Context: an optimization exercise on an open-source flow, tuned for small area. The choices shown serve that exercise and are no tape-out recipe. In this exercise RTL edits were held to simulation tests only and were not proved equivalent to the original. No activity file was given, so power comes from the tool's default toggle rates.

--- config.mk ---
export PLATFORM = sky130hd
export DESIGN_NAME = control_core
export DESIGN_NICKNAME = control_core
export VERILOG_FILES = /design/flow/design.v
export SDC_FILE = /design/flow/constraint.sdc
export NUM_CORES = 4
export LEC_CHECK = 0
export CAP_MARGIN = 20
export CORE_MARGIN = 2
export CORE_UTILIZATION = 70
export SLEW_MARGIN = 20
export BUFFER_PORTS_ARGS = -buffer_cell sky130_fd_sc_hd__buf_1
export CTS_ARGS = -sink_clustering_enable -repair_clock_nets -dont_use_dummy_load -buf_list sky130_fd_sc_hd__clkbuf_8 -sink_clustering_size 15 -sink_clustering_max_diameter 100
export RECOVER_POWER = 100
--- constraint.sdc ---
create_clock -name core_clock -period 6.5 [get_ports {clock}]
set_input_delay 1.3000 -clock core_clock [delete_from_list [all_inputs] [get_ports {clock}]]
set_output_delay 1.3000 -clock core_clock [all_outputs]
set_load 0.01 [all_outputs]
--- design.v ---
module control_core #(
  parameter int          NUM_REGS = 16,
  parameter logic [31:0] RESET_PC = 32'h0000_0000
) (
  input  logic        clock,
  input  logic        reset,
  output logic        fetch_req_valid,
  input  logic        fetch_req_ready,
  output logic [31:0] fetch_req_pc,
  output logic        fetch_req_epoch,
  input  logic        iss_valid,
  output logic        iss_ready,
  input  logic        iss_epoch,
  input  logic [4:0]  iss_rs1,
  input  logic [4:0]  iss_rs2,
  input  logic [4:0]  iss_rd,
  output logic [31:0] iss_rs1_data,
  output logic [31:0] iss_rs2_data,
  input  logic        wb_valid,
  input  logic [4:0]  wb_rd,
  input  logic [31:0] wb_data,
  input  logic        redir_valid,
  input  logic [31:0] redir_pc,
  output logic        err_reg,
  output logic        err_align
);
  logic [31:2] pc_q;
  logic        epoch_q, err_reg_q, err_align_q;
  logic [15:1] busy_q;
  logic [31:0] regs_q [1:15];
  logic [15:1] sel1, sel2, selrd, selwb;
  always_comb begin
    for (int i = 1; i < 16; i++) begin
      sel1[i]  = (iss_rs1 == 5'(i));
      sel2[i]  = (iss_rs2 == 5'(i));
      selrd[i] = (iss_rd  == 5'(i));
      selwb[i] = (wb_rd   == 5'(i));
    end
  end
  always_comb begin
    iss_rs1_data = '0;
    iss_rs2_data = '0;
    for (int i = 1; i < 16; i++) begin
      iss_rs1_data = iss_rs1_data | (regs_q[i] & {32{sel1[i]}});
      iss_rs2_data = iss_rs2_data | (regs_q[i] & {32{sel2[i]}});
    end
  end
  logic hazard, stale, accept, oor_iss, redir_ok;
  assign hazard   = |((sel1 | sel2 | selrd) & busy_q);
  assign stale    = (iss_epoch != epoch_q);
  assign iss_ready = stale | ~hazard;
  assign accept   = iss_valid & ~stale & ~hazard;
  assign oor_iss  = iss_rs1[4] | iss_rs2[4] | iss_rd[4];
  assign redir_ok = redir_valid & (redir_pc[1:0] == 2'b00);
  assign fetch_req_valid = reset;
  assign fetch_req_pc    = {pc_q, 2'b00};
  assign fetch_req_epoch = epoch_q;
  assign err_reg         = err_reg_q;
  assign err_align       = err_align_q;
  logic [31:0] wdata;
  logic [15:1] wen;
  assign wdata = wb_data & {32{reset}};
  assign wen   = {15{~reset}} | (selwb & {15{wb_valid}});
  always_ff @(posedge clock) begin
    for (int i = 1; i < 16; i++)
      if (wen[i]) regs_q[i] <= wdata;
  end
  logic [31:2]  pc_inc;
  logic [17:2]  pc_cl;
  logic [32:17] pc_ch;
  logic         pc_sel_redir, pc_sel_step;
  always_comb begin
    pc_cl[2] = fetch_req_ready;
    for (int i = 2; i < 17; i++) begin
      pc_inc[i]  = pc_q[i] ^ pc_cl[i];
      pc_cl[i+1] = pc_cl[i] & pc_q[i];
    end
    pc_ch[17] = 1'b1;
    for (int i = 17; i < 32; i++) begin
      pc_inc[i]  = pc_q[i] ^ (pc_ch[i] & pc_cl[17]);
      pc_ch[i+1] = pc_ch[i] & pc_q[i];
    end
  end
  assign pc_sel_redir = reset & redir_ok;
  assign pc_sel_step  = reset & ~redir_ok;
  always_ff @(posedge clock)
    pc_q <= (redir_pc[31:2] & {30{pc_sel_redir}}) | (pc_inc & {30{pc_sel_step}});
  always_ff @(posedge clock) begin
    if (!reset) begin
      epoch_q     <= 1'b0;
      err_reg_q   <= 1'b0;
      err_align_q <= 1'b0;
      busy_q      <= '0;
    end else begin
      if (redir_ok) epoch_q <= ~epoch_q;
      if (redir_valid & ~redir_ok) err_align_q <= 1'b1;
      if ((wb_valid & wb_rd[4]) | (accept & oor_iss)) err_reg_q <= 1'b1;
      busy_q <= (busy_q & ~(selwb & {15{wb_valid}})) | (selrd & {15{accept}});
    end
  end
endmodule
--- flow/run.sh ---
#!/bin/bash
# The standard ORFS layout (the standard.sh, unchanged synthesis), with three changes:
#  - ports are buffered with the smallest buffer (buf_1) instead of clkdlybuf4s50_1;
#  - clock tree synthesis uses clkbuf_8 leaf clusters of up to 15 sinks and no dummy loads;
#  - global route's power recovery (RECOVER_POWER) downsizes gates off the critical paths.
# ORFS writes each step's full log under orfs/logs/; make's own output goes to standard.log.
set -euo pipefail
cat >> config.mk <<EOF
export BUFFER_PORTS_ARGS = -buffer_cell sky130_fd_sc_hd__buf_1
export CTS_ARGS = -sink_clustering_enable -repair_clock_nets -dont_use_dummy_load -buf_list sky130_fd_sc_hd__clkbuf_8 -sink_clustering_size 15 -sink_clustering_max_diameter 100
export RECOVER_POWER = 100
EOF
bash standard.sh > standard.log 2>&1
--- standard.sh ---
#!/bin/bash
# synth_recipe.tcl (not shown) runs the flow's synth.tcl, then flattens the netlist and writes it again
# the make line also repeats each setting of config.mk as NAME=value (left out here)
make -C /OpenROAD-flow-scripts/flow DESIGN_CONFIG=/design/flow/config.mk WORK_HOME=/design/flow/orfs CLKGATE_MAP_FILE= SYNTH_SCRIPT=/design/flow/synth_recipe.tcl "${@:-finish}"
==> summary.txt, run 1 <==
Critical Path Source Type - input port
# setup viols final - 0
synthesized cell area - 22,700 µm²
worst path required time - 5200 ps
clk slew on worst S/H paths - 90 ps
Netlist cell types - 58
cell taking the most area after synthesis - edfxtp_1
design area - 24,500 µm²
ys async rst share - 0%
Seq. cell area - 15,400 µm²
Avg Cell Area, Syn - 13.9 µm²
gpl congestion - 0.911
Post-DP Area - 24,200 µm²
drt pass-1 iters - 11
chip height - 184 µm
Hold Path Class - flip-flop to flip-flop
TNS Setup - 0 ps
CTS Root Cell - clkbuf_8
Initial Utilization - 71.5%
post-synth top area share - 63.6%
normalized max-slew margin - -121%
Post-route DRC - 0
Total Nets Final - 1,907
# diodes - 0
Row Count - 65
Setup Skew - 51.8 ps
P_leak - 7.66 nW
routed len/inst - 34.8 µm
CTS max path bufs - 3
Syn Inst Count - 1,630
crit-path max FO - 20
Yosys reg bits - 528
global-route usage over all layers - 45.0%
first-pass GRT wire length - 109 mm
Die Area - 33,800 µm²
Fmax - 164 MHz
Hold Fails Final Rpt - 0
clock insertion delay at the later pin of the skew report - 590 ps
top_reg_cell synth - edfxtp_1
min cycle time layout - 6110 ps
io pins - 192
initial antenna violation count - 0
worst slew pin tran - 3320 ps
number of global-route vias before repair - 17,500
multi-input logic area - 6900 µm²
total CTS buffers - 41
WP data arrival - 4810 ps
I/O Buffers - 189
Fail Reasons - capacitance limit, slew limit
count leader, synth - edfxtp_1
Ys Warns - 2
Via Count - 18,000
Post-synth EDFFs - 480
synth top area cells - edfxtp_1, a22oi_1, dfxtp_1
Slew Limit Fails - 522
sequential fraction of the synthesis area - 67.8%
largest net degree at the start of global routing - 51
area grow syn2layout - 8.05%
Core ar. - 31,700 µm²
Overflow after GRT - 0
Crit Path Class - input port to output pin
hold_buf cts - 0
Fill cells - 1,936
initial drt markers - 3,928
Pwr per Cell Area - 257 nW/µm²
Routed Antenna Nets - 0
status - finished with violations
Sinks on Clock Net - 528
post-DP HPWL - 41.8 mm
share of post-route cells with drive strength above 1 - 7.51%
top cells by count, synth - edfxtp_1, a22oi_1, nand2_1
Chip Width - 184 µm
max cap viols - 18
H-tree depth - 2
RSZ-0062 raised after global routing - no
cts repair resizes - 0
drt via density - 8.17
CTS tree - yes
Crit. End Element - output pin
Tcrit/Tclk final - 94.0%
Worst VDD drop - 0.207 mV
Routed WL - 76.5 mm
post-CTS setup buffers - 0
==> cells by family (layout without fill, tap and decap cells) <==
family          after synthesis  in the layout  synth area share [%]
xor+xnor                     14             14                 0.541
other cells                   1              2                0.0165
buf+inv                     134            301                  2.56
compound gates              556            556                  18.9
simple gates                373            373                  8.84
flops                       528            528                  67.8
mux                           8              8                 0.425
fa+ha+maj                    16             16                 0.883
==> through the flow <==
stage | util [%] | hold WS, ps | power (W) | cells | worst slack [ps]
floorplan | - | 470 | 0.00448 | 1631 | 1340
global placement | 76.3 | 432 | 0.00475 | 2159 | 1140
detailed placement | 76.3 | 456 | 0.00478 | 2159 | 1050
CTS | 78.0 | 471 | 0.00625 | 2200 | 1070
global route | 77.2 | 514 | 0.00643 | 2200 | 483
finish | 77.2 | 471 | 0.00628 | 2200 | 388
==> routing by layer <==
layer,vias up,global-route usage [%],wire (µm)
li1,7096,-,-
met1,8344,58.9,24200
met2,2049,67.8,33600
met3,493,13.2,13400
met4,0,26.3,5230
met5,-,0,0
==> worst max-delay path, cell delays in order <==
cell	delay, ps
clkbuf_1	550
nand2b_1	500
nor2_2	1400
buf_4	380
a22oi_1	90
and4_1	220
nand4_1	150
buf_1	180
==> sequential cells by signal (all words and copies together) (netlist names) <==
signal and flops:
busy_q 15, epoch_q 1, err_align_q 1, err_reg_q 1
pc_q 30, regs_q 480
==> where the power goes <==
group / total [W] / switching, W / internal, W / leakage, nW
Sequential: 0.00419 / 0.000166 / 0.00402 / 5.03
Combinational: 0.000543 / 0.000403 / 0.000140 / 2.33
Clock: 0.00155 / 0.000985 / 0.000567 / 0.295
Total: 0.00628 / 0.00155 / 0.00473 / 7.66
==> cell type report <==
type                    instances  share of cell area, %
flip-flops and latches        528                   62.8
inverters                      12                  0.184
clock buffers                  41                   2.30
well taps                     402                   2.05
repair buffers                248                   4.51
multi-input cells             969                   28.2
==> cell usage in the layout (no fill, tap or decap), types with 19 or more instances in the layout <==
cell | Yosys | final
and2_0 | 0 | 32
dfxtp_1 | 48 | 48
and3_1 | 30 | 30
edfxtp_1 | 480 | 480
nor2_4 | 0 | 21
and4_1 | 19 | 19
a22o_1 | 26 | 26
buf_1 | 8 | 186
nand2_1 | 97 | 97
o21ai_0 | 29 | 30
nand4_1 | 64 | 64
a221oi_1 | 26 | 26
buf_4 | 7 | 42
nor2_1 | 61 | 38
a21oi_1 | 26 | 26
a222oi_1 | 61 | 61
clkbuf_1 | 76 | 19
clkbuf_8 | 0 | 41
a22oi_1 | 333 | 333
==> path summary, 6_finish.rpt <==
check              startpoint               end  slack (ps)  cells after the start
setup / recovery   iss_rs2[1]  iss_rs2_data[15]         390                      8
hold / removal    err_align_q       err_align_q         470                      2
setup reg to reg      pc_q[2]          pc_q[31]        2140                     21
hold reg to reg   err_align_q       err_align_q         470                      2
==> run 2, diff against run 1 <==
--- a/design.v
+++ b/design.v
@@ -42,6 +42,6 @@
     iss_rs2_data = '0;
     for (int i = 1; i < 16; i++) begin
-      iss_rs1_data = iss_rs1_data | (regs_q[i] & {32{sel1[i]}});
-      iss_rs2_data = iss_rs2_data | (regs_q[i] & {32{sel2[i]}});
+      iss_rs1_data = iss_rs1_data | (regs_q[i] & {32{sel1[i] & valid_q[i]}});
+      iss_rs2_data = iss_rs2_data | (regs_q[i] & {32{sel2[i] & valid_q[i]}});
     end
   end
@@ -58,12 +58,11 @@
   assign err_reg         = err_reg_q;
   assign err_align       = err_align_q;
-  logic [31:0] wdata;
-  logic [15:1] wen;
-  assign wdata = wb_data & {32{reset}};
-  assign wen   = {15{~reset}} | (selwb & {15{wb_valid}});
+  logic [15:1] wen, valid_q;
+  assign wen = selwb & {15{wb_valid}};
   always_ff @(posedge clock) begin
     for (int i = 1; i < 16; i++)
-      if (wen[i]) regs_q[i] <= wdata;
+      if (wen[i]) regs_q[i] <= wb_data;
   end
+  always_ff @(posedge clock) valid_q <= {15{reset}} & (valid_q | wen);
   logic [31:2]  pc_inc;
   logic [17:2]  pc_cl;
==> flow/run.sh (replaced) <==
#!/bin/bash
# The standard ORFS layout (the standard.sh, unchanged synthesis), with three changes:
#  - after floorplanning, flow/downsize.tcl swaps each combinational gate to the smallest
#    cell of its family, so placement's repair sizes the drivers it needs from the bottom up;
#  - ports are buffered with the smallest buffer (buf_1) instead of clkdlybuf4s50_1;
#  - clock tree synthesis uses clkbuf_8 leaf clusters of up to 15 sinks and no dummy loads.
# ORFS writes each step's full log under orfs/logs/; make's own output goes to standard.log.
set -euo pipefail
cat >> config.mk <<EOF
export POST_FLOORPLAN_TCL = $PWD/flow/downsize.tcl
export BUFFER_PORTS_ARGS = -buffer_cell sky130_fd_sc_hd__buf_1
export CTS_ARGS = -sink_clustering_enable -repair_clock_nets -dont_use_dummy_load -buf_list sky130_fd_sc_hd__clkbuf_8 -sink_clustering_size 15 -sink_clustering_max_diameter 100
EOF
bash standard.sh > standard.log 2>&1
==> flow/downsize.tcl (new file) <==
# Swap every combinational gate (not flip-flops, clock cells, tie cells or buffers) to the
# smallest-area cell of its family, so that later repair sizes drivers from the bottom up.
set lib_cells {}
foreach lc [get_lib_cells sky130_fd_sc_hd__*] { lappend lib_cells [get_name $lc] }
array set best {}
foreach n $lib_cells {
  if {![regexp {^(sky130_fd_sc_hd__[a-z0-9]+)_([0-9]+)$} $n -> base sz]} continue
  set m [[ord::get_db] findMaster $n]
  if {$m eq "NULL"} continue
  set a [expr {[$m getWidth] * [$m getHeight]}]
  if {![info exists best($base)] || $a < [lindex $best($base) 1]} { set best($base) [list $n $a] }
}
set swapped 0
foreach inst [[ord::get_db_block] getInsts] {
  set n [[$inst getMaster] getName]
  if {![regexp {^(sky130_fd_sc_hd__[a-z0-9]+)_([0-9]+)$} $n -> base sz]} continue
  if {[regexp {df|dl|edf|sdf|clk|conb|buf|tap|fill|decap|diode|inv} $base]} continue
  if {![info exists best($base)]} continue
  set b [lindex $best($base) 0]
  if {$b eq $n} continue
  if {[catch {replace_cell [$inst getName] $b} err]} { puts "skip [$inst getName]: $err"; continue }
  incr swapped
}
puts "downsize: swapped $swapped cells"
--- a/config.mk
+++ b/config.mk
@@ -10,5 +10,5 @@
 export CORE_UTILIZATION = 70
 export SLEW_MARGIN = 20
+export POST_FLOORPLAN_TCL = /design/flow/flow/downsize.tcl
 export BUFFER_PORTS_ARGS = -buffer_cell sky130_fd_sc_hd__buf_1
 export CTS_ARGS = -sink_clustering_enable -repair_clock_nets -dont_use_dummy_load -buf_list sky130_fd_sc_hd__clkbuf_8 -sink_clustering_size 15 -sink_clustering_max_diameter 100
-export RECOVER_POWER = 100
==> run 2 against run 1 <==
Setup slack improved by 710 ps. Maximum frequency rose by 13%. Now clean on timing, DRC and antenna. Highest routed layer is now met5. Largest power group unchanged. Largest cell class unchanged. Worst hold slack got worse by 13 ps. Synthesized cell count fell by 2.3%. Area after synthesis rose by 1.7%. Sequential power fell by 7.6%. Count of clock-buffer cells in the layout rose by 1. Utilization fell by 1.1 points. Clock power rose by 3%. Global-route usage fell by 1.5 points. Total power fell by 10%. Critical path type unchanged.
==> summary.txt, run 2 <==
Crit Path Class - input port to output pin
sequential fraction of the synthesis area - 68.0%
Biggest register - regs_q
Post-route DRC - 0
largest registers - regs_q: 480 flops, pc_q: 30 flops
initial antenna violation count - 2
design area - 24,700 µm²
Initial Utilization - 71.0%
drt via density - 8.28
setup slack on the worst flop-to-flop path - 2610 ps
Crit. End Element - output pin
area grow syn2layout - 7.13%
crit-path max FO - 23
WHS Endpoint - err_align_q
depth of the most critical reg-to-reg path - 20
smallest hold slack - 458 ps
Post-DP Area - 24,100 µm²
clock insertion delay at the later pin of the skew report - 590 ps
io pins - 192
Worst VDD drop - 0.278 mV
status - complete, no violations
Avg Cell Area, Syn - 14.5 µm²
Chip Width - 185 µm
most frequent cells in the layout - edfxtp_1, buf_1, a22o_1
Routed WL - 74.8 mm
Pwr per Cell Area - 228 nW/µm²
min cycle time layout - 5400 ps
synth top area cells - edfxtp_1, dfxtp_1, a22o_1
share of post-route cells with drive strength above 1 - 7.98%
Largest register FFs - 480
Setup Skew - 53.2 ps
Post-synth EDFFs - 480
Ys Warns - 2
Hold Path Class - flip-flop to flip-flop
min-delay src - err_align_q
CTS Root Cell - clkbuf_8
cts repair resizes - 0
Routed Antenna Nets - 0
slowest CP cell - and3_2
global route hottest layer - met2
total CTS buffers - 42
Crit path largest cell delay - 900 ps
Sinks on Clock Net - 543
Netlist cell types - 58
post-DP HPWL - 39.8 mm
TNS Setup - 0 ps
top cells by count, synth - edfxtp_1, a22o_1, a221oi_1
Core ar. - 32,500 µm²
Yosys reg bits - 543
cell mode on critical path - buf_1
Fmax - 185 MHz
clk slew on worst S/H paths - 90 ps
worst-path cell chain - buf_1 -> nor3b_1 -> and3_2 -> buf_4 -> a22o_1 -> a221oi_1 -> nand3_1 -> buf_1
Tcrit/Tclk final - 83.1%
post-CTS setup buffers - 0
most common cell after layout, fill and taps aside - edfxtp_1
count leader, synth - edfxtp_1
met3 GRT Util - 14.0%
gpl congestion - 0.935
Hold Path Stages - 2
worst path required time - 5200 ps
number of global-route vias before repair - 17,000
Overflow after GRT - 0
I/O Buffers - 189
grt met1 use - 57.5%
RSZ-0062 raised after global routing - no
CTS max path bufs - 3
Slew Limit Fails - 0
top_reg_cell synth - edfxtp_1
first-pass GRT wire length - 107 mm
post-synth top area share - 62.5%
initial drt markers - 4,127
Die Area - 34,400 µm²
P_leak - 7.99 nW
Syn Inst Count - 1,593
cell taking the most area after synthesis - edfxtp_1
grt met2 use - 64.3%
routed len/inst - 34.4 µm
Hold Fails Final Rpt - 0
Via Count - 18,000
worst flop-to-flop path endpoint - pc_q[29]
synthesized cell area - 23,000 µm²
# setup viols final - 0
RR Startpoint - pc_q[2]
H-tree depth - 2
WP data arrival - 4100 ps
chip height - 185 µm
Critical Path Source Type - input port
largest net degree at the start of global routing - 46
normalized max-slew margin - 14.5%
global-route usage over all layers - 43.4%
Total Nets Final - 1,838
hold_buf cts - 0
drt pass-1 iters - 11
max cap viols - 0
Row Count - 66
Fill cells - 2,046
worst slew pin tran - 1280 ps
CTS tree - yes
ys async rst share - 0%
## run 2: changes by cell type after synthesis, moves of 30 or more
cell	previous run	this run
a21o_1	0	30
a221oi_1	26	122
a222oi_1	61	96
a22o_1	26	124
a22oi_1	333	78
and2_1	35	5
and3_1	30	63
nand2_1	97	48
nand3_1	11	51
## run 2: worst max-delay path by stage
stage	cells past startpoint	startpoint	to	slack, ps
after CTS	8	iss_rs2[3]	iss_rs2_data[0]	1300
after global placement	8	iss_rs2[0]	iss_rs2_data[20]	1390
after floorplan	20	fetch_req_ready	pc_q[29]	1900
after detailed placement	8	iss_rs2[3]	iss_rs2_data[0]	1310
final	8	iss_rs2[2]	iss_rs2_data[5]	1100
after global routing	7	iss_rs1[0]	iss_rs1_data[26]	1110
## run 2: logic make-up after synthesis
| group | synth area share (%) |
|---|---|
| mux | 0.478 |
| compound gates | 19.1 |
| fa+ha+maj | 0.869 |
| xor+xnor | 0.646 |
| flops | 68.0 |
| simple gates | 7.98 |
| other cells | 0.0163 |
| buf+inv | 2.86 |
## run 2: layer usage
layer	up-vias	share of wire (%)	wire length, µm
met1	8374	32	24100
met4	2	6.7	4990
met2	2113	43	32100
li1	6997	-	-
met5	-	0.016	12
met3	488	18	13600
## run 2: layout make-up
cell class / instances / area [µm²] / share of cell area [%]
repair buffers: 239 / 1080 / 4.39
well taps: 442 / 553 / 2.24
inverters: 2 / 7.51 / 0.0304
multi-input cells: 903 / 6790 / 27.5
flip-flops and latches: 543 / 15700 / 63.5
diodes: 1 / 2.50 / 0.0101
clock buffers: 42 / 578 / 2.34
## run 2: metrics by stage
step	utilization (%)	std cells	setup slack, ps	total power (W)
after CTS	76.1	2171	1300	0.00562
final	76.1	2172	1100	0.00564
after global placement	74.3	2129	1390	0.00410
after floorplan	-	1594	1900	0.00401
after detailed placement	74.3	2129	1310	0.00411
after global routing	76.1	2171	1110	0.00576
## run 2: power by group
| group | internal [W] | total, W | switching, W |
|---|---|---|---|
| clock network | 0.000580 | 0.00160 | 0.00102 |
| logic | 0.0000418 | 0.000171 | 0.000129 |
| registers | 0.00384 | 0.00387 | 0.0000312 |
| total | 0.00446 | 0.00564 | 0.00118 |
## run 2: critical path: cells and delay by family
kind / cells / cell delay [ps]
compound gates: 2 / 250
simple gates: 3 / 1730
buf+inv: 3 / 800
==> run 3, diff against run 2 <==
--- a/design.v
+++ b/design.v
@@ -28,4 +28,5 @@
   logic        epoch_q, err_reg_q, err_align_q;
   logic [15:1] busy_q;
+  logic [15:1] wen, valid_q;
   logic [31:0] regs_q [1:15];
   logic [15:1] sel1, sel2, selrd, selwb;
@@ -38,11 +39,14 @@
     end
   end
-  always_comb begin
-    iss_rs1_data = '0;
-    iss_rs2_data = '0;
-    for (int i = 1; i < 16; i++) begin
-      iss_rs1_data = iss_rs1_data | (regs_q[i] & {32{sel1[i] & valid_q[i]}});
-      iss_rs2_data = iss_rs2_data | (regs_q[i] & {32{sel2[i] & valid_q[i]}});
+  logic [15:1] rsel1, rsel2;
+  assign rsel1 = sel1 & valid_q;
+  assign rsel2 = sel2 & valid_q;
+  for (genvar b = 0; b < 32; b++) begin : g_rd
+    logic [15:1] col;
+    for (genvar i = 1; i < 16; i++) begin : g_col
+      assign col[i] = regs_q[i][b];
     end
+    control_core_rdbit u_rd1 (.d(col), .s(rsel1), .y(iss_rs1_data[b]));
+    control_core_rdbit u_rd2 (.d(col), .s(rsel2), .y(iss_rs2_data[b]));
   end
   logic hazard, stale, accept, oor_iss, redir_ok;
@@ -58,5 +62,4 @@
   assign err_reg         = err_reg_q;
   assign err_align       = err_align_q;
-  logic [15:1] wen, valid_q;
   assign wen = selwb & {15{wb_valid}};
   always_ff @(posedge clock) begin
@@ -99,2 +102,20 @@
   end
 endmodule
+module control_core_rdbit (
+  input  logic [15:1] d,
+  input  logic [15:1] s,
+  output logic        y
+);
+  logic [4:0] g_n;
+  for (genvar k = 0; k < 5; k++) begin : g_grp
+    control_core_aoi3 u_aoi (.d(d[3*k+3:3*k+1]), .s(s[3*k+3:3*k+1]), .y_n(g_n[k]));
+  end
+  assign y = ~&g_n;
+endmodule
+module control_core_aoi3 (
+  input  logic [2:0] d,
+  input  logic [2:0] s,
+  output logic       y_n
+);
+  assign y_n = ~|(d & s);
+endmodule
--- a/config.mk
+++ b/config.mk
@@ -10,4 +10,5 @@
 export CORE_UTILIZATION = 70
 export SLEW_MARGIN = 20
+export SYNTH_HIERARCHICAL = 1
 export POST_FLOORPLAN_TCL = /design/flow/flow/downsize.tcl
 export BUFFER_PORTS_ARGS = -buffer_cell sky130_fd_sc_hd__buf_1
==> run 3 against run 2 <==
Largest power group unchanged. Flip-flop and latch count stayed put. Utilization is 1.1 points higher. Maximum frequency barely moved. Final cell count down 5.2%. Die area is 4.1% lower. Critical path depth down 1. Setup slack got worse by 1.2 ps. Global-route usage decreased by 3.4 points. Critical endpoint is now iss_rs2_data[26]. Via count down 6.7%. First-iteration DRC count fell by 1.5%. Non-clock buffer count up 8. Sequential power hardly changed.
==> summary.txt, run 3 <==
smallest hold slack - 464 ps
Overflow after GRT - 0
Routed Antenna Nets - 0
clk slew on worst S/H paths - 100 ps
Crit Path Class - input port to output pin
Crit path largest cell delay - 990 ps
clock insertion delay at the later pin of the skew report - 580 ps
most common cell after layout, fill and taps aside - edfxtp_1
Yosys reg bits - 543
synth top area cells - edfxtp_1, a222oi_1, dfxtp_1
crit-path max FO - 14
Fill cells - 1,885
H-tree depth - 2
routed len/inst - 32.6 µm
number of global-route vias before repair - 16,500
WP data arrival - 4110 ps
largest net degree at the start of global routing - 46
Via Count - 16,800
gpl congestion - 0.896
Total Nets Final - 1,762
Hold Path Class - flip-flop to flip-flop
synthesized cell area - 22,100 µm²
chip height - 182 µm
CTS Root Cell - clkbuf_8
Critical Path Source Type - input port
Slew Limit Fails - 0
worst slew pin tran - 1120 ps
post-CTS setup buffers - 0
Biggest register - regs_q
status - complete, no violations
global-route usage over all layers - 40.1%
slowest CP cell - and3_1
normalized max-slew margin - 25.2%
Die Area - 33,000 µm²
cts repair resizes - 0
P_leak - 7.52 nW
share of post-route cells with drive strength above 1 - 7.38%
worst path required time - 5200 ps
I/O Buffers - 189
Pwr per Cell Area - 233 nW/µm²
cell mode on critical path - buf_1
most frequent cells in the layout - edfxtp_1, a222oi_1, buf_1
CTS tree - yes
Avg Cell Area, Syn - 15.9 µm²
Post-synth EDFFs - 480
Core ar. - 31,300 µm²
CTS max path bufs - 3
Syn Inst Count - 1,393
total CTS buffers - 42
Ys Warns - 8
hold_buf cts - 0
worst-path cell chain - buf_1 -> nor3b_1 -> and3_1 -> buf_4 -> a222oi_1 -> nand3_1 -> buf_1
Row Count - 65
drt via density - 8.15
cell taking the most area after synthesis - edfxtp_1
max cap viols - 0
CP top delay family - simple AND/OR/NAND/NOR gates
RSZ-0062 raised after global routing - no
Crit path buffers/inverters - 3
Setup Skew - 48.2 ps
post-synth top area share - 65.3%
Worst VDD drop - 0.179 mV
Post-route DRC - 0
Hold Fails Final Rpt - 0
top cells by count, synth - edfxtp_1, a222oi_1, and3_1
Fmax - 185 MHz
Sinks on Clock Net - 543
drt pass-1 iters - 17
sequential fraction of the synthesis area - 71.0%
first-pass GRT wire length - 97.9 mm
# setup viols final - 0
ys async rst share - 0%
count leader, synth - edfxtp_1
largest registers - regs_q: 480 flops, pc_q: 30 flops
initial drt markers - 4,066
post-DP HPWL - 36.4 mm
top_reg_cell synth - edfxtp_1
Largest register FFs - 480
Routed WL - 67.1 mm
min cycle time layout - 5410 ps
Pwr Total - 0.00564 W
Chip Width - 182 µm
Tcrit/Tclk final - 83.2%
Initial Utilization - 70.5%
area grow syn2layout - 9.47%
TNS Setup - 0 ps
Netlist cell types - 66
io pins - 192
Crit. End Element - output pin
initial antenna violation count - 2
[run 3: kinds of logic (layout without fill, tap and decap cells)]
group	after synthesis	count (layout)	synth area share [%]
flip-flops	543	543	71.0
AO/OA/AOI/OAI	391	391	16.9
AND/OR/NAND/NOR	376	376	9.06
buffers and inverters	37	296	0.861
XOR/XNOR	17	17	0.674
adder cells (fa/ha/maj)	16	16	0.907
multiplexers	12	12	0.640
other	1	5	0.0170
[run 3: modules after synthesis (local to each module, per instance)]
module	cells inside	times used	area, µm²	flip-flops and latches
control_core_rdbit	2	64	11.3	0
control_core_aoi3	1	320	10.0	0
control_core	945	1	18200	543
[run 3: tightest hold or removal path: cells and delay by family (launching register included)]
family	cells	cell delay (ps)
buffers and inverters	1	50
DFF	1	330
AOI/OAI and AO/OA	1	50
[run 3: through the flow]
step                      cells  cell area [µm²]  utilization, %  worst slack [ps]
final                      2058            24200            77.2              1090
after global routing       2056            24200            77.2              1000
after CTS                  2055            24200            77.2              1280
after detailed placement   2013            23600            75.3              1290
after global placement     2013            23600            75.3              1370
after floorplan            1394            22100               -               804
[run 3: final cells by class]
cell class / instances / area [µm²] / area share, %
Multi-Input combinational cell: 814 / 6240 / 25.8
Tap cell: 402 / 503 / 2.08
Clock buffer: 42 / 578 / 2.39
Timing Repair Buffer: 247 / 1140 / 4.74
Sequential cell: 543 / 15700 / 64.8
Antenna cell: 3 / 7.51 / 0.0311
Inverter: 7 / 26.3 / 0.109
[run 3: routing by layer]
metal	vias to the layer above	routed length [µm]	global-route usage (%)
li1	6864	-	-
met1	8033	22400	53.8
met2	1644	31000	63.1
met3	236	11000	10.7
met4	0	2670	16.6
met5	-	0	0
[run 3: path summary, 6_finish.rpt]
path,from,depth (start not counted),end,slack (ps)
max,iss_rs2[1],7,iss_rs2_data[26],1090
min,err_align_q,2,err_align_q,460
max reg2reg,pc_q[2],20,pc_q[28],2420
min reg2reg,err_align_q,2,err_align_q,460
[run 3: power breakdown]
part,internal (W),switching (W)
registers,0.00384,0.0000289
clock network,0.000581,0.00101
logic,0.0000428,0.000133
==> run 4, diff against run 3 <==
==> flow/run.sh (replaced) <==
#!/bin/bash
# The standard ORFS layout (the standard.sh, unchanged synthesis), with four changes:
#  - after floorplanning, flow/downsize.tcl swaps each combinational gate to the smallest
#    cell of its family, so placement's repair sizes the drivers it needs from the bottom up;
#  - after placement's repair, flow/smart_downsize.tcl tries smaller drive strengths again,
#    keeping one only if it adds no max-slew or max-capacitance violation and setup slack
#    stays above 0.4 ns;
#  - ports are buffered with the smallest buffer (buf_1) instead of clkdlybuf4s50_1;
#  - clock tree synthesis uses clkbuf_8 leaf clusters of up to 15 sinks and no dummy loads.
# ORFS writes each step's full log under orfs/logs/; make's own output goes to standard.log.
set -euo pipefail
cat >> config.mk <<EOF
export POST_FLOORPLAN_TCL = $PWD/flow/downsize.tcl
export POST_RESIZE_TCL = $PWD/flow/smart_downsize.tcl
export BUFFER_PORTS_ARGS = -buffer_cell sky130_fd_sc_hd__buf_1
export CTS_ARGS = -sink_clustering_enable -repair_clock_nets -dont_use_dummy_load -buf_list sky130_fd_sc_hd__clkbuf_8 -sink_clustering_size 15 -sink_clustering_max_diameter 100
EOF
bash standard.sh > standard.log 2>&1
==> flow/smart_downsize.tcl (new file) <==
# After placement repair: try each combinational gate at smaller drive strengths of the same
# family, keeping a smaller cell only when it adds no max-slew or max-capacitance violation
# and the worst setup slack stays above a margin.
estimate_parasitics -placement
set margin 0.4e-9
set masters {}
array set fam {}
foreach lc [get_lib_cells sky130_fd_sc_hd__*] {
  set n [get_name $lc]
  if {![regexp {^(sky130_fd_sc_hd__[a-z0-9]+)_([0-9]+)$} $n -> base sz]} continue
  set m [[ord::get_db] findMaster $n]
  if {$m eq "NULL"} continue
  lappend fam($base) [list $n [expr {[$m getWidth] * [$m getHeight]}]]
}
proc viols {} { return [expr {[sta::max_slew_violation_count] + [sta::max_capacitance_violation_count]}] }
set v0 [viols]
set s0 [sta::worst_slack_cmd max]
puts "smart_downsize: start violations $v0 slack $s0"
set kept 0
foreach inst [[ord::get_db_block] getInsts] {
  if {[$inst isFixed]} continue
  set n [[$inst getMaster] getName]
  if {![regexp {^(sky130_fd_sc_hd__[a-z0-9]+)_([0-9]+)$} $n -> base sz]} continue
  if {[regexp {df|dl|edf|sdf|clk|conb|tap|fill|decap|diode} $base]} continue
  if {![info exists fam($base)]} continue
  set cur_area 0
  foreach e $fam($base) { if {[lindex $e 0] eq $n} { set cur_area [lindex $e 1] } }
  set cands [lsort -real -index 1 $fam($base)]
  set iname [$inst getName]
  foreach e $cands {
    if {[lindex $e 1] >= $cur_area} break
    if {[catch {replace_cell $iname [lindex $e 0]}]} continue
    if {[viols] > $v0 || [sta::worst_slack_cmd max] < $margin} {
      replace_cell $iname $n
    } else {
      incr kept
      break
    }
  }
}
puts "smart_downsize: downsized $kept cells, violations [viols] slack [sta::worst_slack_cmd max]"
--- a/config.mk
+++ b/config.mk
@@ -12,4 +12,5 @@
 export SYNTH_HIERARCHICAL = 1
 export POST_FLOORPLAN_TCL = /design/flow/flow/downsize.tcl
+export POST_RESIZE_TCL = /design/flow/flow/smart_downsize.tcl
 export BUFFER_PORTS_ARGS = -buffer_cell sky130_fd_sc_hd__buf_1
 export CTS_ARGS = -sink_clustering_enable -repair_clock_nets -dont_use_dummy_load -buf_list sky130_fd_sc_hd__clkbuf_8 -sink_clustering_size 15 -sink_clustering_max_diameter 100
==> run 4 against run 3 <==
Sequential share of layout area up 0.76 points. Wire length up 0.98%. Combinational power down 3%. Synthesized cell count unchanged. Area after synthesis unchanged. Via count up 0.11%. Register-to-register slack about the same. Total power up 0.15%. Critical path type unchanged. Critical endpoint unchanged. Highest routed layer is now met5.
==> summary.txt, run 4 <==
status - complete, no violations
post-CTS setup buffers - 0
DP Worst Slack - 660 ps
setup slack on the worst flop-to-flop path - 2420 ps
clock insertion delay at the later pin of the skew report - 580 ps
Setup Skew - 52.1 ps
Row Count - 65
Via Count - 16,800
worst-path cell chain - buf_1 -> nor3b_1 -> and3_1 -> buf_1 -> a222oi_1 -> nand3_1 -> buf_1
crit-path max FO - 13
# setup viols final - 0
hold_buf cts - 0
first-pass GRT wire length - 99.1 mm
cts repair resizes - 0
Hold Path Class - flip-flop to flip-flop
slowest CP cell - and3_1
Hold Fails Final Rpt - 0
TNS Setup - 0 ps
Crit Path Class - input port to output pin
Crit. End Element - output pin
clock network power share - 28.5%
Sinks on Clock Net - 543
switching part of the total - 21.0%
sequential share of power - 68.5%
top_reg_cell synth - edfxtp_1
WHS Endpoint - err_align_q
Overflow after GRT - 0
area grow syn2layout - 8.20%
io pins - 192
Adder-Cell Fraction of Synth Area - 0.907%
RSZ-0062 raised after global routing - no
ys async rst share - 0%
Routed Antenna Nets - 0
Slew Limit Fails - 0
Pwr per Cell Area - 236 nW/µm²
post-synthesis mux area share - 0.640%
Fmax - 168 MHz
Avg Cell Area, Syn - 15.9 µm²
max cap viols - 0
Crit path buffers/inverters - 3
normalized max-slew margin - 18.9%
largest family of logic cells by synthesized area - compound AO/OA/AOI/OAI gates
most frequent cells in the layout - edfxtp_1, a222oi_1, buf_1
initial antenna violation count - 3
Core ar. - 31,300 µm²
CTS max path bufs - 3
sequential fraction of the synthesis area - 71.0%
total CTS buffers - 42
Ys Warns - 8
Switching Power - 0.00119 W
post-synthesis simple-gate area fraction - 9.06%
clk slew on worst S/H paths - 110 ps
final worst setup slack - 560 ps
min cycle time layout - 5940 ps
chip height - 182 µm
Chip Width - 182 µm
drt pass-1 iters - 13
worst flop-to-flop path endpoint - pc_q[30]
drt via density - 8.16
Syn Inst Count - 1,393
Routed WL - 67.7 mm
initial drt markers - 4,368
Post-synth EDFFs - 480
count leader, synth - edfxtp_1
WP data arrival - 4640 ps
synth top area cells - edfxtp_1, a222oi_1, dfxtp_1
# placed instances - 2,013
RR Startpoint - pc_q[2]
gpl congestion - 0.896
smallest hold slack - 461 ps
post-synthesis compound-gate area fraction - 16.9%
routed len/inst - 32.9 µm
post-DP HPWL - 36.2 mm
depth of the most critical reg-to-reg path - 21
CTS tree - yes
cell taking the most area after synthesis - edfxtp_1
I/O Buffers - 189
Initial Utilization - 70.5%
Total Nets Final - 1,762
H-tree depth - 2
Biggest register - regs_q
worst path required time - 5200 ps
number of global-route vias before repair - 16,500
post-synth top area share - 65.3%
largest registers - regs_q: 480 flops, pc_q: 30 flops
CP top delay family - simple AND/OR/NAND/NOR gates
Hold Path Stages - 2
CTS Root Cell - clkbuf_8
Gate power share - 3.0%
share of post-route cells with drive strength above 1 - 5.32%
Die Area - 33,000 µm²
top cells by count, synth - edfxtp_1, a222oi_1, and3_1
cell mode on critical path - buf_1
Post-route DRC - 0
cell-internal power - 0.00446 W
Yosys reg bits - 543
most common cell after layout, fill and taps aside - edfxtp_1
Worst VDD drop - 0.184 mV
Netlist cell types - 66
min-delay src - err_align_q
Critical Path Source Type - input port
Largest register FFs - 480
worst slew pin tran - 1220 ps
P_leak - 7.45 nW
Layout Utilization - 76.3%
largest net degree at the start of global routing - 46
Final Non-Filler Cells - 2,057
global-route usage over all layers - 40.6%
synthesized cell area - 22,100 µm²
Crit path largest cell delay - 1020 ps
Tcrit/Tclk final - 91.4%
xor/xnor share of the synthesized area - 0.674%
[run 4: cell counts after synthesis]
No cell type changed its count.
[run 4: worst min-delay path: cells and delay by family (launching register included)]
kind,cells,cell delay [ps]
buffers and inverters,1,50
AOI/OAI and AO/OA,1,50
DFF,1,330
[run 4: stage by stage]
step,total power [W],instance area [µm²]
final,0.00565,23900
after CTS,0.00564,23900
after global placement,0.00411,23600
after floorplan,0.00402,22100
after detailed placement,0.00411,23300
after global routing,0.00577,23900
[run 4: power groups by stage]
stage | sequential (W) | combinational, W | clock [W]
finish | 0.00387 | 0.000171 | 0.00161
global route | 0.00387 | 0.000185 | 0.00171
CTS | 0.00387 | 0.000166 | 0.00160
detailed placement | 0.00395 | 0.000166 | 0
global placement | 0.00394 | 0.000167 | 0
floorplan | 0.00394 | 0.0000760 | 0
[run 4: cell type report]
cell class	count	area [µm²]
diodes	2	5.00
clock buffers	42	578
fillers	1952	7420
inverters	7	26.3
multi-input cells	814	6110
flip-flops and latches	543	15700
well taps	402	503
repair buffers	247	996
[run 4: Yosys stat by module, one instance, submodules excluded]
module | area (µm²) | flip-flops and latches
control_core_aoi3 | 10.0 | 0
control_core | 18200 | 543
control_core_rdbit | 11.3 | 0
[run 4: how the worst max path moves through the flow]
stage          startpoint                to  depth (start not counted)
6_report       iss_rs2[1]  iss_rs2_data[26]                          7
5_1_grt        iss_rs2[1]  iss_rs2_data[26]                          7
4_1_cts        iss_rs2[2]   iss_rs2_data[7]                          7
2_1_floorplan  iss_rs2[4]   iss_rs2_data[0]                          5
3_3_place_gp   iss_rs2[1]   iss_rs2_data[2]                          7
3_5_place_dp   iss_rs2[2]   iss_rs2_data[7]                          7
[run 4: routing by layer]
metal | track usage [%] | vias to the layer above | part of all wire, %
met4 | 19.7 | 4 | 4.7
met2 | 62.3 | 1695 | 45
met5 | 0 | - | 0.043
met1 | 54.7 | 7961 | 33
li1 | - | 6865 | -
met3 | 11.2 | 270 | 17
[run 4: cell families after synthesis]
logic type,Yosys count
adder cells (fa/ha/maj),16
buffers and inverters,37
flip-flops,543
other,1
XOR/XNOR,17
multiplexers,12
AO/OA/AOI/OAI,391
AND/OR/NAND/NOR,376
==> run 5, diff against run 4 <==
--- a/design.v
+++ b/design.v
@@ -28,5 +28,5 @@
   logic        epoch_q, err_reg_q, err_align_q;
   logic [15:1] busy_q;
-  logic [15:1] wen, valid_q;
+  logic [15:1] wen;
   logic [31:0] regs_q [1:15];
   logic [15:1] sel1, sel2, selrd, selwb;
@@ -40,6 +40,6 @@
   end
   logic [15:1] rsel1, rsel2;
-  assign rsel1 = sel1 & valid_q;
-  assign rsel2 = sel2 & valid_q;
+  assign rsel1 = sel1;
+  assign rsel2 = sel2;
   for (genvar b = 0; b < 32; b++) begin : g_rd
     logic [15:1] col;
@@ -62,10 +62,11 @@
   assign err_reg         = err_reg_q;
   assign err_align       = err_align_q;
-  assign wen = selwb & {15{wb_valid}};
+  logic [31:0] wdata;
+  assign wdata = wb_data & {32{reset}};
+  assign wen   = {15{~reset}} | (selwb & {15{wb_valid}});
   always_ff @(posedge clock) begin
     for (int i = 1; i < 16; i++)
-      if (wen[i]) regs_q[i] <= wb_data;
+      if (wen[i]) regs_q[i] <= wdata;
   end
-  always_ff @(posedge clock) valid_q <= {15{reset}} & (valid_q | wen);
   logic [31:2]  pc_inc;
   logic [17:2]  pc_cl;
==> run 5 against run 4 <==
Worst hold slack got worse by 13 ps. Utilization rose by 0.83 points. Setup slack improved by 54 ps. Flip-flop and latch count fell by 15. Wire length rose by 0.24%. First-iteration DRC count rose by 3.3%. Clock skew rose by 4.6 ps. Final area fell by 0.99%. Area after synthesis fell by 1.3%. Synthesized cell count fell by 1.2%. Global-route usage rose by 0.24 points. Critical path type unchanged. Highest routed layer is now met4. Count of clock-buffer cells in the layout fell by 1. Still clean.
==> summary.txt, run 5 <==
Tcrit/Tclk final - 90.6%
routed len/inst - 33.5 µm
Slew Limit Fails - 0
Syn Inst Count - 1,376
Ys Warns - 8
Adder-Cell Fraction of Synth Area - 0.918%
post-CTS setup buffers - 0
Hold Fails Final Rpt - 0
largest family of logic cells by synthesized area - compound AO/OA/AOI/OAI gates
Post-route DRC - 0
Crit. End Element - output pin
total CTS buffers - 41
Die Area - 32,600 µm²
Initial Utilization - 71.1%
crit-path max FO - 25
worst path required time - 5200 ps
global route hottest layer - met2
largest net degree at the start of global routing - 44
cell taking the most area after synthesis - edfxtp_1
Fill cells - 1,824
sequential fraction of the synthesis area - 70.5%
Hold Path Class - flip-flop to flip-flop
I/O Buffers - 189
Via Count - 16,700
count leader, synth - edfxtp_1
Fmax - 170 MHz
grt met2 use - 64.1%
xor/xnor share of the synthesized area - 0.602%
Chip Width - 180 µm
Netlist cell types - 62
max cap viols - 0
number of global-route vias before repair - 16,300
Yosys reg bits - 528
cts repair resizes - 0
Routed Antenna Nets - 0
RSZ-0062 raised after global routing - no
gpl congestion - 0.871
Post-synth EDFFs - 480
synth top area cells - edfxtp_1, a222oi_1, dfxtp_1
post-DP HPWL - 36.7 mm
Biggest register - regs_q
drt pass-1 iters - 13
Sinks on Clock Net - 528
post-synthesis compound-gate area fraction - 17.9%
Row Count - 64
post-synthesis mux area share - 0.430%
# setup viols final - 0
top cells by count, synth - edfxtp_1, a222oi_1, nand3_1
grt met1 use - 55.8%
Core ar. - 30,700 µm²
CTS max path bufs - 3
first-pass GRT wire length - 99.0 mm
area grow syn2layout - 8.49%
drt via density - 8.26
status - complete, no violations
TNS Setup - 0 ps
share of post-route cells with drive strength above 1 - 5.90%
Routed WL - 67.9 mm
largest registers - regs_q: 480 flops, pc_q: 30 flops, busy_q: 15 flops
Pwr per Cell Area - 263 nW/µm²
most common cell after layout, fill and taps aside - edfxtp_1
Total Nets Final - 1,737
met3 GRT Util - 9.78%
ys async rst share - 0%
H-tree depth - 2
clock insertion delay at the later pin of the skew report - 580 ps
normalized max-slew margin - 17.9%
P_leak - 7.48 nW
hold_buf cts - 0
worst slew pin tran - 1230 ps
post-synthesis simple-gate area fraction - 8.45%
Setup Skew - 56.7 ps
Avg Cell Area, Syn - 15.8 µm²
min cycle time layout - 5890 ps
post-synth top area share - 66.1%
io pins - 192
most frequent cells in the layout - edfxtp_1, a222oi_1, buf_1
Crit Path Class - input port to output pin
Layout Utilization - 77.1%
initial antenna violation count - 2
WP data arrival - 4590 ps
clk slew on worst S/H paths - 90 ps
global-route usage over all layers - 40.9%
Largest register FFs - 480
top_reg_cell synth - edfxtp_1
CTS tree - yes
Critical Path Source Type - input port
initial drt markers - 4,510
Overflow after GRT - 0
chip height - 180 µm
synthesized cell area - 21,800 µm²
Worst VDD drop - 0.205 mV
CTS Root Cell - clkbuf_8
-- run 5: cell types whose count changed in the layout (fill, tap and decap cells not counted), moves of 5 or more --
cell      change
a21oi_1       +5
and2_0       +32
and3_1       -23
buf_2         +5
buf_4         -5
dfxtp_1      -15
nand2_1      -15
nand2b_1      +5
nand4_1       -8
nor2_1       -22
nor3b_1       -6
o21ai_0      +14
-- run 5: layout make-up --
cell class	count	area (µm²)	share of cell area, %
Tap cell	396	495	2.09
Clock buffer	41	564	2.39
Sequential cell	528	15400	65.0
Antenna cell	1	2.50	0.0106
Multi-Input combinational cell	806	6190	26.2
Inverter	10	37.5	0.159
Timing Repair Buffer	243	992	4.19
-- run 5: cells by family after synthesis --
group	after synthesis
mux	9
compound gates	421
fa+ha+maj	16
flops	528
xor+xnor	15
buf+inv	43
simple gates	343
other cells	1
-- run 5: routing by layer --
metal	up-vias	wire length, µm
li1	6780	-
met1	7957	22400
met2	1735	31300
met3	262	11200
met4	0	3010
met5	-	0
-- run 5: path summary, 6_finish.rpt --
kind	from	end	slack [ps]	depth (start not counted)
hold / removal	err_align_q	err_align_q	450	2
setup reg to reg	pc_q[2]	pc_q[30]	2400	21
hold reg to reg	err_align_q	err_align_q	450	2
setup / recovery	iss_rs1[1]	iss_rs1_data[3]	610	7
-- run 5: worst max-delay path: stages --
cell and delay (ps):
buf_1 230, or3b_1 520, nor2_1 980, buf_2 850
a222oi_1 280, nand3_1 230, buf_1 190
-- run 5: where the power goes --
| group | total, W | internal (W) | switching, W |
|---|---|---|---|
| combinational | 0.000509 | 0.000137 | 0.000372 |
| clock | 0.00156 | 0.000567 | 0.000992 |
| sequential | 0.00416 | 0.00401 | 0.000148 |
-- run 5: Yosys stat by module (local to each module, per instance) --
module              flip-flops and latches  cells inside  times used  cell area, µm²
control_core                           528           928           1           17900
control_core_aoi3                        0             1         320            10.0
control_core_rdbit                       0             2          64            11.3
-- run 5: through the flow --
stage                     cell area [µm²]  hold WS [ps]  setup slack, ps  cells  total power [W]
after CTS                           23600           451              636   2023          0.00618
after global routing                23700           496              586   2024          0.00639
after detailed placement            23000           437              658   1982          0.00471
final                               23700           448              614   2025          0.00623
after floorplan                     21800           467             1240   1377          0.00447
after global placement              23400           431             1390   1982          0.00469
==> run 6, diff against run 5 <==
--- a/design.v
+++ b/design.v
@@ -51,5 +51,9 @@
   end
   logic hazard, stale, accept, oor_iss, redir_ok;
-  assign hazard   = |((sel1 | sel2 | selrd) & busy_q);
+  logic [15:1] hz_n;
+  for (genvar i = 1; i < 16; i++) begin : g_hz
+    control_core_aoi3 u_hz (.d({3{busy_q[i]}}), .s({sel1[i], sel2[i], selrd[i]}), .y_n(hz_n[i]));
+  end
+  assign hazard = ~&hz_n;
   assign stale    = (iss_epoch != epoch_q);
   assign iss_ready = stale | ~hazard;
==> run 6 against run 5 <==
Wire length down 4.1%. Non-clock buffer count down 4. Sequential power about the same. Critical endpoint is now iss_rs2_data[4]. Largest power group unchanged. Highest routed layer unchanged.
==> summary.txt, run 6 <==
Tcrit/Tclk final - 85.8%
CTS tree - yes
H-tree depth - 2
synthesized cell area - 21,300 µm²
post-synthesis simple-gate area fraction - 7.94%
Yosys reg bits - 528
sequential fraction of the synthesis area - 72.1%
Post-route DRC - 0
count leader, synth - edfxtp_1
Overflow after GRT - 0
RSZ-0062 raised after global routing - no
top_reg_cell synth - edfxtp_1
Crit Path Class - input port to output pin
cts repair resizes - 0
Slew Limit Fails - 0
WP data arrival - 4280 ps
hold_buf cts - 0
worst-path cell chain - buf_1 -> or3_1 -> nor2_2 -> clkbuf_2 -> a222oi_1 -> and3_1 -> nand3_1 -> buf_1
Pwr per Cell Area - 265 nW/µm²
initial antenna violation count - 0
Core ar. - 29,800 µm²
min cycle time layout - 5580 ps
clock insertion delay at the later pin of the skew report - 570 ps
largest net degree at the start of global routing - 51
drt via density - 8.18
max cap viols - 0
most common cell after layout, fill and taps aside - edfxtp_1
post-synthesis mux area share - 0%
area grow syn2layout - 9.57%
Via Count - 16,200
number of global-route vias before repair - 15,900
# setup viols final - 0
Adder-Cell Fraction of Synth Area - 0.938%
Chip Width - 179 µm
post-synthesis compound-gate area fraction - 17.7%
Row Count - 63
synth top area cells - edfxtp_1, a222oi_1, dfxtp_1
xor/xnor share of the synthesized area - 0.616%
P_leak - 7.35 nW
gpl congestion - 0.860
initial drt markers - 4,125
ys async rst share - 0%
first-pass GRT wire length - 94.0 mm
routed len/inst - 32.9 µm
Crit. End Element - output pin
cell taking the most area after synthesis - edfxtp_1
Post-synth EDFFs - 480
drt pass-1 iters - 14
Largest register FFs - 480
Initial Utilization - 71.6%
post-synth top area share - 67.6%
slowest CP cell - nor2_2
chip height - 179 µm
post-CTS setup buffers - 0
worst path required time - 5200 ps
Hold Path Class - flip-flop to flip-flop
Hold Fails Final Rpt - 0
CTS max path bufs - 3
Crit path buffers/inverters - 3
CTS Root Cell - clkbuf_8
largest family of logic cells by synthesized area - compound AO/OA/AOI/OAI gates
Ys Warns - 8
share of post-route cells with drive strength above 1 - 6.31%
largest registers - regs_q: 480 flops, pc_q: 30 flops, busy_q: 15 flops
most frequent cells in the layout - edfxtp_1, a222oi_1, buf_1
Routed WL - 65.1 mm
normalized max-slew margin - 16.7%
Fill cells - 1,755
Total Nets Final - 1,694
Biggest register - regs_q
Routed Antenna Nets - 0
top cells by count, synth - edfxtp_1, a222oi_1, nand3_1
Sinks on Clock Net - 528
Die Area - 31,900 µm²
cell mode on critical path - buf_1
Pwr Total - 0.00619 W
I/O Buffers - 189
worst slew pin tran - 1250 ps
CP top delay family - simple AND/OR/NAND/NOR gates
global-route usage over all layers - 40.8%
Fmax - 179 MHz
clk slew on worst S/H paths - 90 ps
Crit path largest cell delay - 830 ps
TNS Setup - 0 ps
post-DP HPWL - 36.2 mm
Avg Cell Area, Syn - 16.1 µm²
status - complete, no violations
Critical Path Source Type - input port
Setup Skew - 49.9 ps
Netlist cell types - 38
Worst VDD drop - 0.257 mV
crit-path max FO - 21
Syn Inst Count - 1,324
io pins - 192
total CTS buffers - 41
-- run 6: cell types whose count changed in the layout (fill, tap and decap cells not counted), sizes merged, moves of 7 or more --
| cell | before | now |
|---|---|---|
| o22ai | 9 | 16 |
| a211oi | 10 | 2 |
| nor2 | 55 | 46 |
| a222oi | 320 | 335 |
| o211ai | 9 | 0 |
| inv | 9 | 19 |
-- run 6: kinds of logic (layout without fill, tap and decap cells) --
kind of cell	after synthesis	after routing
DFF	528	528
xor gates and xnor gates	15	15
and+or+nand+nor	313	313
adders and majority gates	16	16
AOI/OAI and AO/OA	412	412
other	1	3
buffers and inverters	39	299
-- run 6: per-module statistics from Yosys (local to each module, per instance) --
| module | times used | flip-flops and latches | cell area (µm²) |
|---|---|---|---|
| control_core_rdbit | 64 | 0 | 11.3 |
| control_core | 1 | 528 | 17300 |
| control_core_aoi3 | 335 | 0 | 10.0 |
-- run 6: per-layer routing --
metal  up-vias  routed length (µm)  track usage (%)  share of wire (%)
li1       6610                   -                -                  -
met1      7654               21000             53.0                 32
met2      1636               30000             64.0                 46
met3       260               11200             12.5                 17
met4         0                2970             18.4                4.6
met5         -                   0                0                  0
-- run 6: per-stage QoR --
step	instances	util, %	hold WS (ps)	setup WS (ps)	instance area, µm²
final	1976	78.5	451	922	23400
after global routing	1975	78.4	493	878	23400
after CTS	1971	78.1	455	661	23300
after detailed placement	1930	76.2	440	720	22700
after global placement	1930	77.4	433	1380	23100
after floorplan	1325	-	470	756	21300
-- run 6: report_power, final --
group | leakage [nW] | total (W) | internal (W) | switching (W)
combinational | 2.02 | 0.000493 | 0.000137 | 0.000356
clock | 0.295 | 0.00154 | 0.000567 | 0.000970
sequential | 5.03 | 0.00416 | 0.00401 | 0.000149
total | 7.35 | 0.00619 | 0.00471 | 0.00147
-- run 6: worst register-to-register path: cells and delay by family (launching register included) --
family          cells  cell delay [ps]
compound gates      3              480
fa+ha+maj          15             2780
flops               1              320
simple gates        1              270
-- run 6: final timing paths --
path / from / to / slack [ps] / cells after the start
max: iss_rs2[4] / iss_rs2_data[4] / 920 / 8
max reg2reg: pc_q[2] / pc_q[23] / 2580 / 19
min: err_align_q / err_align_q / 450 / 2
min reg2reg: err_align_q / err_align_q / 450 / 2
-- run 6: area by class of cell --
type	instances	area [µm²]	share of cell area, %
timing repair buffer	239	1000	4.28
tap	390	488	2.09
multi-input combinational	758	5870	25.1
antenna	1	2.50	0.0107
clock buffer	41	564	2.41
inverter	19	71.3	0.305
sequential	528	15400	65.8

## what the ideal ports hide
The flow's constraints put no driver on any port. The routed layouts listed below were extracted and timed again, unchanged, in two steps.
Step 1 (the two cells are an assumption about what drives the block):
set clk [get_ports {clock}]
set_driving_cell -lib_cell sky130_fd_sc_hd__clkbuf_16 $clk
set_driving_cell -lib_cell sky130_fd_sc_hd__buf_2 [delete_from_list [all_inputs] $clk]
Step 2 also shifts input and output timing later by t, the mid clock arrival at the registers, as if the neighbouring blocks saw the same clock.
a / b / c = ideal / step 1 / step 2; a / b = the first two.
run | t (ns) | setup slack, ns | worst hold slack (ns) | worst setup path at the end | worst register clock-pin slew, ns
run 1 | 0.617 | 0.388 / 0.358 / 0.040 | 0.471 / 0.471 / 0.471 | input to register | 0.11 / 0.11
run 2 | 0.617 | 1.095 / 1.072 / 1.072 | 0.458 / 0.458 / 0.458 | input to output | 0.10 / 0.10
run 3 | 0.611 | 1.094 / 1.067 / 1.067 | 0.464 / 0.464 / 0.464 | input to output | 0.10 / 0.10
run 4 | 0.621 | 0.560 / 0.534 / 0.534 | 0.461 / 0.461 / 0.461 | input to output | 0.11 / 0.11
run 5 | 0.608 | 0.614 / 0.586 / 0.586 | 0.448 / 0.448 / 0.448 | input to output | 0.11 / 0.11
run 6 | 0.607 | 0.922 / 0.903 / 0.903 | 0.451 / 0.451 / 0.451 | input to output | 0.10 / 0.10
The setup slack of run 1, which loses most, moves by -0.030 ns with the drivers and by -0.348 ns with both steps.
